This is an optimization exercise on Yosys and OpenROAD, whose aim is small area and a short achievable clock period, not a production implementation. No functional check of the RTL was part of this run. Power figures rest on the tool's default switching activity, not on a simulated workload.

==> flow/design.v <==
module hamwt_locator #(
  parameter int DATA_W    = 8,
  parameter int PKT_BEATS = 128,
  parameter int MAX_ONES  = 31,
  localparam int IDX_W    = $clog2(DATA_W * PKT_BEATS),
  localparam int WT_W     = $clog2(DATA_W * PKT_BEATS + 1)
) (
  input  logic                      clk,
  input  logic                      clear_n,
  input  logic                      pkt_starts,
  input  logic                      data_valid,
  input  logic [DATA_W-1:0]         bin_data,
  output logic [WT_W-1:0]           ham_wt,
  output logic [MAX_ONES*IDX_W-1:0] locn_ones,
  output logic                      loc_ovf,
  output logic                      done,
  output logic                      busy
);
  localparam int BEAT_W = (PKT_BEATS > 1) ? $clog2(PKT_BEATS) : 1;
  localparam int OFF_W  = (DATA_W > 1) ? $clog2(DATA_W) : 1;
  localparam int HI_W   = WT_W - OFF_W;
  localparam int NSLOT  = MAX_ONES;
  logic              busy_q;
  logic [BEAT_W-1:0] beat_q;
  logic [WT_W-1:0]   wt_q;
  logic [IDX_W-1:0]  locs_q [NSLOT];
  logic [WT_W-1:0]   ham_wt_q;
  logic [IDX_W-1:0]  locn_q [NSLOT];
  logic              ovf_q, done_q;
  logic              start, accept, last_beat, fin;
  logic [BEAT_W-1:0] base_beat, beat_inc;
  logic [WT_W-1:0]   wt_d;
  logic              ovf_d;
  logic [DATA_W-1:0] d;
  localparam int HALF = DATA_W / 2;
  logic [HALF:0]     hc [2];
  logic [OFF_W-2:0]  hp [2][HALF];
  logic [DATA_W:0]   cnt_oh;
  logic [DATA_W-1:0] has;
  logic [OFF_W-1:0]  pos [DATA_W];
  logic [DATA_W-1:0] hit;
  logic [OFF_W-1:0]  off [DATA_W];
  logic [NSLOT-1:0]  filled, win, we, ld;
  logic [IDX_W-1:0]  locs_d [NSLOT];
  logic [IDX_W-1:0]  nv [DATA_W];
  logic              hold;
  function automatic integer rank_below(input integer m, input integer i);
    integer b;
    begin
      rank_below = 0;
      for (b = 0; b < 32; b = b + 1)
        if (b < i && ((m >> b) & 1) == 1) rank_below = rank_below + 1;
    end
  endfunction
  assign start     = pkt_starts & data_valid;
  assign accept    = data_valid & (start | busy_q);
  assign base_beat = start ? '0 : beat_q;
  assign last_beat = !start && (beat_q == BEAT_W'(PKT_BEATS - 1));
  assign fin       = accept & last_beat;
  always_comb begin
    for (int p = 0; p < DATA_W; p++) d[p] = bin_data[DATA_W - 1 - p];
    for (int h = 0; h < 2; h++) begin
      hc[h]  = '0;
      for (int j = 0; j < HALF; j++) hp[h][j] = '0;
      for (int m = 0; m < (1 << HALF); m++) begin
        logic t;
        int   c;
        t = 1'b1;
        c = 0;
        for (int i = 0; i < HALF; i++) begin
          t = t & (((m >> i) & 1) ? d[h*HALF+i] : !d[h*HALF+i]);
          c = c + ((m >> i) & 1);
        end
        hc[h][c] = hc[h][c] | t;
        for (int i = 0; i < HALF; i++)
          hp[h][rank_below(m, i)] = hp[h][rank_below(m, i)]
                             | ({(OFF_W-1){t & (((m >> i) & 1) == 1)}} & (OFF_W-1)'(i));
      end
    end
    cnt_oh = '0;
    for (int a = 0; a <= HALF; a++)
      for (int b = 0; b <= HALF; b++) cnt_oh[a+b] = cnt_oh[a+b] | (hc[0][a] & hc[1][b]);
    for (int j = 0; j < DATA_W; j++) begin
      has[j] = 1'b0;
      pos[j] = '0;
      for (int a = 0; a <= HALF; a++) begin
        if (j < a) begin
          has[j] = has[j] | hc[0][a];
          pos[j] = pos[j] | ({OFF_W{hc[0][a]}} & {1'b0, hp[0][j]});
        end else if (j - a < HALF) begin
          logic more;
          more = 1'b0;
          for (int b = j - a + 1; b <= HALF; b++) more = more | hc[1][b];
          has[j] = has[j] | (hc[0][a] & more);
          pos[j] = pos[j] | ({OFF_W{hc[0][a]}} & {1'b1, hp[1][j-a]});
        end
      end
    end
  end
  always_comb begin
    logic [DATA_W-1:0] rsel;
    for (int m = 0; m < DATA_W; m++) rsel[m] = (wt_q[OFF_W-1:0] == OFF_W'(m));
    for (int r = 0; r < DATA_W; r++) begin
      hit[r] = 1'b0;
      off[r] = '0;
      for (int m = 0; m < DATA_W; m++) begin
        hit[r] = hit[r] | (rsel[m] & has[(r - m + DATA_W) % DATA_W]);
        off[r] = off[r] | ({OFF_W{rsel[m]}} & pos[(r - m + DATA_W) % DATA_W]);
      end
      if (start) begin
        hit[r] = has[r];
        off[r] = pos[r];
      end
    end
  end
  always_comb begin
    logic [OFF_W-1:0] lo_b, lo_n;
    logic [HI_W-1:0]  hi_q, hi_i;
    logic             cy;
    lo_b = start ? '0 : wt_q[OFF_W-1:0];
    hi_q = wt_q[WT_W-1:OFF_W];
    for (int i = 0; i < HI_W; i++) begin
      logic all_lo;
      all_lo = 1'b1;
      for (int j = 0; j < i; j++) all_lo = all_lo & hi_q[j];
      hi_i[i] = hi_q[i] ^ all_lo;
    end
    lo_n = '0;
    cy   = 1'b0;
    for (int n = 0; n <= DATA_W; n++)
      for (int l = 0; l < DATA_W; l++)
        if (cnt_oh[n] && lo_b == OFF_W'(l)) begin
          lo_n = OFF_W'(l + n);
          cy   = (l + n) >= DATA_W;
        end
    if (start) wt_d = {HI_W'(cy), lo_n};
    else       wt_d = {cy ? hi_i : hi_q, lo_n};
    ovf_d = !start && ((|hi_q[HI_W-1:2]) | (cy & (&hi_q[1:0])));
  end
  always_comb begin
    for (int i = 0; i < BEAT_W; i++) begin
      logic all_lo;
      all_lo = 1'b1;
      for (int j = 0; j < i; j++) all_lo = all_lo & beat_q[j];
      beat_inc[i] = beat_q[i] ^ all_lo;
    end
    if (start) beat_inc = BEAT_W'(1);
  end
  always_comb begin
    logic              sat;
    logic [4:0]        w5;
    sat = |wt_q[WT_W-1:5];
    w5  = wt_q[4:0];
    for (int k = 0; k < NSLOT; k++) begin
      filled[k] = 1'b0;
      win[k]    = 1'b0;
      for (int v = 0; v < 32; v++)
        if (w5 == 5'(v)) begin
          filled[k] = (v > k);
          win[k]    = (v <= k) && (k < v + DATA_W);
        end
      filled[k] = !start && (sat || filled[k]);
      win[k]    = start ? (k < DATA_W) : (busy_q && !sat && win[k]);
      we[k]     = data_valid & win[k];
    end
  end
  always_comb
    for (int r = 0; r < DATA_W; r++) nv[r] = {IDX_W{hit[r]}} & {base_beat, off[r]};
  always_comb
    for (int k = 0; k < NSLOT; k++)
      locs_d[k] = ({IDX_W{we[k]}}  & nv[k % DATA_W])
                | ({IDX_W{!we[k]}} & locs_q[k]);
  always_ff @(posedge clk)
    for (int k = 0; k < NSLOT; k++) locs_q[k] <= locs_d[k];
  always_comb begin
    hold = clear_n & !fin;
    for (int k = 0; k < NSLOT; k++)
      ld[k] = clear_n & fin & (filled[k] | win[k]);
  end
  always_ff @(posedge clk)
    for (int k = 0; k < NSLOT; k++)
      locn_q[k] <= ({IDX_W{ld[k]}} & locs_d[k]) | ({IDX_W{hold}} & locn_q[k]);
  always_ff @(posedge clk) begin
    if (accept) begin
      beat_q <= beat_inc;
      wt_q   <= wt_d;
    end
  end
  always_ff @(posedge clk) begin
    if (!clear_n) begin
      busy_q   <= 1'b0;
      ham_wt_q <= '0;
      ovf_q    <= 1'b0;
      done_q   <= 1'b0;
    end else begin
      done_q <= fin;
      if (accept) busy_q <= !last_beat;
      if (fin) begin
        ham_wt_q <= wt_d;
        ovf_q    <= ovf_d;
      end
    end
  end
  always_comb
    for (int k = 0; k < NSLOT; k++) locn_ones[k*IDX_W +: IDX_W] = locn_q[k];
  assign ham_wt  = ham_wt_q;
  assign loc_ovf = ovf_q;
  assign done    = done_q;
  assign busy    = busy_q;
endmodule
==> flow/flow/run.sh <==
#!/bin/bash
# The standard ORFS layout (standard.sh) with two changes to how the layout
# is made; the clock, I/O constraints and every other setting are the standard flow's:
#  - the timing repair steps aim for the setup margin in flow/margin.txt, so they
#    also work on paths the 14 ns clock leaves slack on;
#  - the port buffers are the plain sky130 buffer named in flow/portbuf.txt.
set -euo pipefail
MARGIN=$(cat flow/margin.txt)
PORTBUF=$(cat flow/portbuf.txt)
bash standard.sh SETUP_SLACK_MARGIN=$MARGIN "BUFFER_PORTS_ARGS=-buffer_cell $PORTBUF" finish > orfs_make.log 2>&1
==> flow/flow/margin.txt <==
9
==> flow/flow/portbuf.txt <==
sky130_fd_sc_hd__buf_1
==> flow/standard.sh <==
#!/bin/bash
# synth_recipe.tcl (not shown) runs the flow's synth.tcl, then flattens the netlist and writes it again
# the make line also repeats each setting of config.mk as NAME=value (left out here)
make -C /OpenROAD-flow-scripts/flow DESIGN_CONFIG=/design/flow/config.mk WORK_HOME=/design/flow/orfs CLKGATE_MAP_FILE= SYNTH_SCRIPT=/design/flow/synth_recipe.tcl "${@:-finish}"
==> flow/config.mk <==
export PLATFORM = sky130hd
export DESIGN_NAME = hamwt_locator
export DESIGN_NICKNAME = hamwt_locator
export VERILOG_FILES = /design/flow/design.v
export SDC_FILE = /design/flow/constraint.sdc
export NUM_CORES = 4
export LEC_CHECK = 0
export ABC_AREA = 1
export CAP_MARGIN = 20
export CORE_MARGIN = 2
export CORE_UTILIZATION = 60
export CTS_CLUSTER_DIAMETER = 80
export CTS_CLUSTER_SIZE = 30
export SLEW_MARGIN = 20
==> flow/constraint.sdc <==
create_clock -name core_clock -period 14.0 [get_ports {clk}]
set_input_delay 2.8000 -clock core_clock [delete_from_list [all_inputs] [get_ports {clk}]]
set_output_delay 2.8000 -clock core_clock [all_outputs]
set_load 0.01 [all_outputs]
==> notes.md <==
layout make-up:
class,count,share of cell area (%)
Inverter,449,5.99
Timing Repair Buffer,446,8.13
Tap cell,539,2.27
Clock inverter,9,0.358
Sequential cell,652,44.5
Timing Repair inverter,2,0.0589
Antenna cell,1,0.00842
Multi-Input combinational cell,1959,36.3
Clock buffer,31,2.32
where the power goes:
group	internal, mW	switching [mW]	total [mW]
logic	0.204	0.441	0.645
registers	1.93	0.0251	1.96
clock network	0.368	0.584	0.952
total	2.50	1.05	3.55
cells in the mapped netlist (all sizes together) (2+ instances only):
master / instances / share of area, %
nor3: 17 / 0.38
a32o: 23 / 0.91
and3: 2 / 0.049
nor4: 4 / 0.099
ha: 11 / 0.54
o221ai: 16 / 0.58
dfxtp: 634 / 50
o211ai: 8 / 0.24
a21oi: 57 / 1.2
o41ai: 3 / 0.10
inv: 439 / 6.5
a21boi: 68 / 2.3
buf: 28 / 0.55
nor2: 203 / 3.6
nand4: 14 / 0.35
a2111oi: 4 / 0.16
or2: 14 / 0.36
o2111ai: 10 / 0.35
nand2: 831 / 12
a31oi: 9 / 0.22
a22o: 65 / 2.3
edfxtp: 18 / 2.1
o31ai: 3 / 0.089
nand3: 37 / 0.77
a22oi: 6 / 0.18
clkbuf: 101 / 1.5
a211oi: 6 / 0.20
o21a: 11 / 0.33
clkinv: 10 / 0.15
o21ai: 486 / 9.8
a221oi: 9 / 0.41
o22ai: 31 / 0.82
repair_timing:
item	4_1_cts	5_1_grt
hold buffers	0	0
resized for setup	131	234
pin swaps	17	60
setup endpoints to repair	642	580
buffers inserted	33	45
cloned	6	5
per-layer routing:
metal  track usage, %  vias to the layer above  wire length, um  share of wire, %
met5                0                        -                0                 0
met4             12.0                        0             2790               3.5
met3             5.04                      169             6710               8.5
met2             56.7                     1062            36400                46
met1             47.1                    10900            33300                42
li1                 -                    11000                -                 -
flip-flops by register name, indices dropped and copies added, names as in the netlist:
register  flops
ovf_q         1
locs_q      310
wt_q         11
ham_wt_q     11
beat_q        7
locn_q      310
busy_q        1
done_q        1
final timing paths:
path                                    start       endpoint  slack [ns]  cells after the start
worst max-delay path              bin_data[7]   locn_q[4][5]        8.93                     21
worst min-delay path            locn_q[30][0]  locn_q[30][0]        0.46                      2
worst max register to register        wt_q[1]   locn_q[8][8]        9.45                     15
worst min register to register  locn_q[30][0]  locn_q[30][0]        0.46                      2
metrics by stage:
stage | cells | worst slack (ns)
final | 4088 | 8.93
after global routing | 4087 | 8.78
after CTS | 4037 | 9.00
after detailed placement | 3958 | 6.88
after global placement | 3958 | 7.04
after floorplan | 3186 | 8.92
critical path: stages:
cell and delay, ns:
sky130_fd_sc_hd__buf_6 0.11, sky130_fd_sc_hd__nor2_4 0.14, sky130_fd_sc_hd__nand2_4 0.09, sky130_fd_sc_hd__nand2_4 0.10, sky130_fd_sc_hd__inv_2 0.04, sky130_fd_sc_hd__nand2_2 0.09, sky130_fd_sc_hd__nand2_4 0.11, sky130_fd_sc_hd__buf_12 0.16
sky130_fd_sc_hd__nand2_8 0.07, sky130_fd_sc_hd__nand2_4 0.05, sky130_fd_sc_hd__a21oi_4 0.21, sky130_fd_sc_hd__inv_2 0.09, sky130_fd_sc_hd__a221oi_2 0.27, sky130_fd_sc_hd__o21ai_1 0.12, sky130_fd_sc_hd__a211oi_2 0.24, sky130_fd_sc_hd__o221ai_2 0.14
sky130_fd_sc_hd__o21ai_4 0.21, sky130_fd_sc_hd__buf_4 0.21, sky130_fd_sc_hd__nor2_4 0.05, sky130_fd_sc_hd__a21boi_2 0.19, sky130_fd_sc_hd__o21ai_1 0.08
logic make-up after synthesis:
kind of cell | share of synthesized area [%]
fa+ha+maj | 0.544
simple gates | 18.0
compound gates | 20.3
buf+inv | 8.72
flops | 52.3
xor+xnor | 0.0693
==> results by group <==
Worst hold path
  – Worst min-delay path class: reg -> reg

CTS
  – Latest clock arrival within the worst-skew pair: 0.64 ns
  – Cell at the root of the clock tree: sky130_fd_sc_hd__clkbuf_16
  – H-tree levels: 1
  – CTS tree: done
  – Clock transition at the register clock pins on the worst setup and hold paths after CTS: 0.10 ns
  – Inserted Clock Buffers: 27
  – Maximum number of buffers from clock root to sink: 3
  – Clock net sink count: 652

Global routing
  – Antenna violations before repair: 2
  – Global-route wire length before repair: 121000 um
  – Overall fraction of global-route tracks in use: 34.6%
  – Vias in the first global route: 21600
  – Largest net degree at the start of global routing: 88
  – Overflow left after global routing: 0

Finish
  – Leading cell types in the layout, fill and taps excluded: sky130_fd_sc_hd__nand2_1 (782), sky130_fd_sc_hd__dfxtp_1 (634), sky130_fd_sc_hd__inv_1 (373)
  – Ratio of cells with drive above 1 in the final layout: 13.6%
  – Fillers: 3430
  – Post-layout util: 71.2%
  – Area of the multi-input gates: 0.0108 mm^2
  – Post-route design area: 0.0297 mm^2
  – Synth-to-layout area growth: 17.5%
  – Commonest non-fill, non-tap cell in the layout: sky130_fd_sc_hd__nand2_1
  – Register area: 0.0132 mm^2
  – Net count, final: 3560

Route
  – Post-DR vias/cell: 5.67
  – DRC: 0
  – Total Wirelength: 79200 um
  – Antenna-violating nets left: 0
  – Per-cell routed wire length: 19.4 um
  – Drt pass-1 iters: 6
  – Drt first-iter violations: 2175
  – Count of vias placed by the detailed router: 23200

Timing
  – Worst relative slew slack: 32.7%
  – Worst clock skew: 0.0492 ns
  – Hold WS: 0.460 ns
  – Final max-slew violation count: 0
  – Total negative slack: 0 ns
  – Clock period minus final worst setup slack: 5.07 ns
  – Hold Vio Cnt, Final: 0
  – RSZ-0062 raised after global routing: true
  – Max Fclk: 197 MHz
  – Transition at the pin with the smallest max-transition slack: 1.01 ns
  – Final count of negative-setup-slack endpoints: 0
  – Fraction of the cycle the final worst path needs: 36.2%

Critical path
  – Arrival time at the worst endpoint: 5.58 ns
  – Critical path peak fanout: 8
  – Startpoint kind of the worst setup timing path: input port
  – Path type of the worst setup path: in -> reg
  – WP data required: 14.52 ns
  – Element type at the critical path end: flip-flop

Floorplan
  – Row cnt: 75
  – Chip Height: 209 um
  – Starting density of the core: 60.6%
  – Top Ports: 336
  – Total Die Area: 0.0438 mm^2
  – Area of the core region: 0.0418 mm^2
  – Die width: 209 um

Flow run
  – Number of violations of the max-capacitance limit: 0

Power and ir drop
  – Overall power of the completed layout: 3.55 mW
  – Total power density per cell area: 120 mW/mm^2
  – P_leak: 12.2 nW
  – Worst vdd rail ir drop: 0.0992 mV

Logic synthesis
  – Async S/R FF share, synth: 0%
  – Commonest register cell after synthesis: sky130_fd_sc_hd__dfxtp_1
  – Synthesized netlist cell count: 3186
  – Mean area per synthesized cell: 7.94 um^2
  – Synth warnings: 9
  – Syn Nets: 3209
  – Mapped cell area: 0.0253 mm^2
  – Post-synth EDFFs: 18
  – Flip-flop and latch count after synthesis: 652
  – Unique cell type count in the Yosys netlist: 64
  – Share of synthesized area occupied by flip-flops and latches: 52.3%

Run status
  – Result of the run: timing/DRC/antenna clean

Placed design
  – Half-perimeter wire length after placement: 53600 um
  – Placed inst area: 0.0270 mm^2
  – Placer congestion estimate: 0.946
  – Total of buffers placed on input and output ports: 335

==> static timing again, ports no longer ideal <==
Ports are ideal in the flow. The routed layout listed here was re-timed in OpenROAD. Step 1 (the two cells are an assumption about what drives the block):
set clk [get_ports {clk}]
set_driving_cell -lib_cell sky130_fd_sc_hd__clkbuf_16 $clk
set_driving_cell -lib_cell sky130_fd_sc_hd__buf_2 [delete_from_list [all_inputs] $clk]
Step 2 adds t to the input delays and takes it off the output delays; t is the mean of the earliest and latest rising clock arrival at the registers after step 1. Input paths then give back, and output paths get back, about the clock's delay inside the block. Slacks: ideal ports / drivers / drivers and shift; pairs: ideal ports / drivers.
t (ns): 0.676
setup slack, ns: 8.935 / 8.949 / 8.272
hold slack, ns: 0.460 / 0.460 / 0.460
worst setup path after step 2: input to register
cell pins on the clock port's net: 1
After both steps this run still meets setup and hold. The setup slack of this run moves by +0.014 ns with the drivers and by -0.663 ns with both steps.
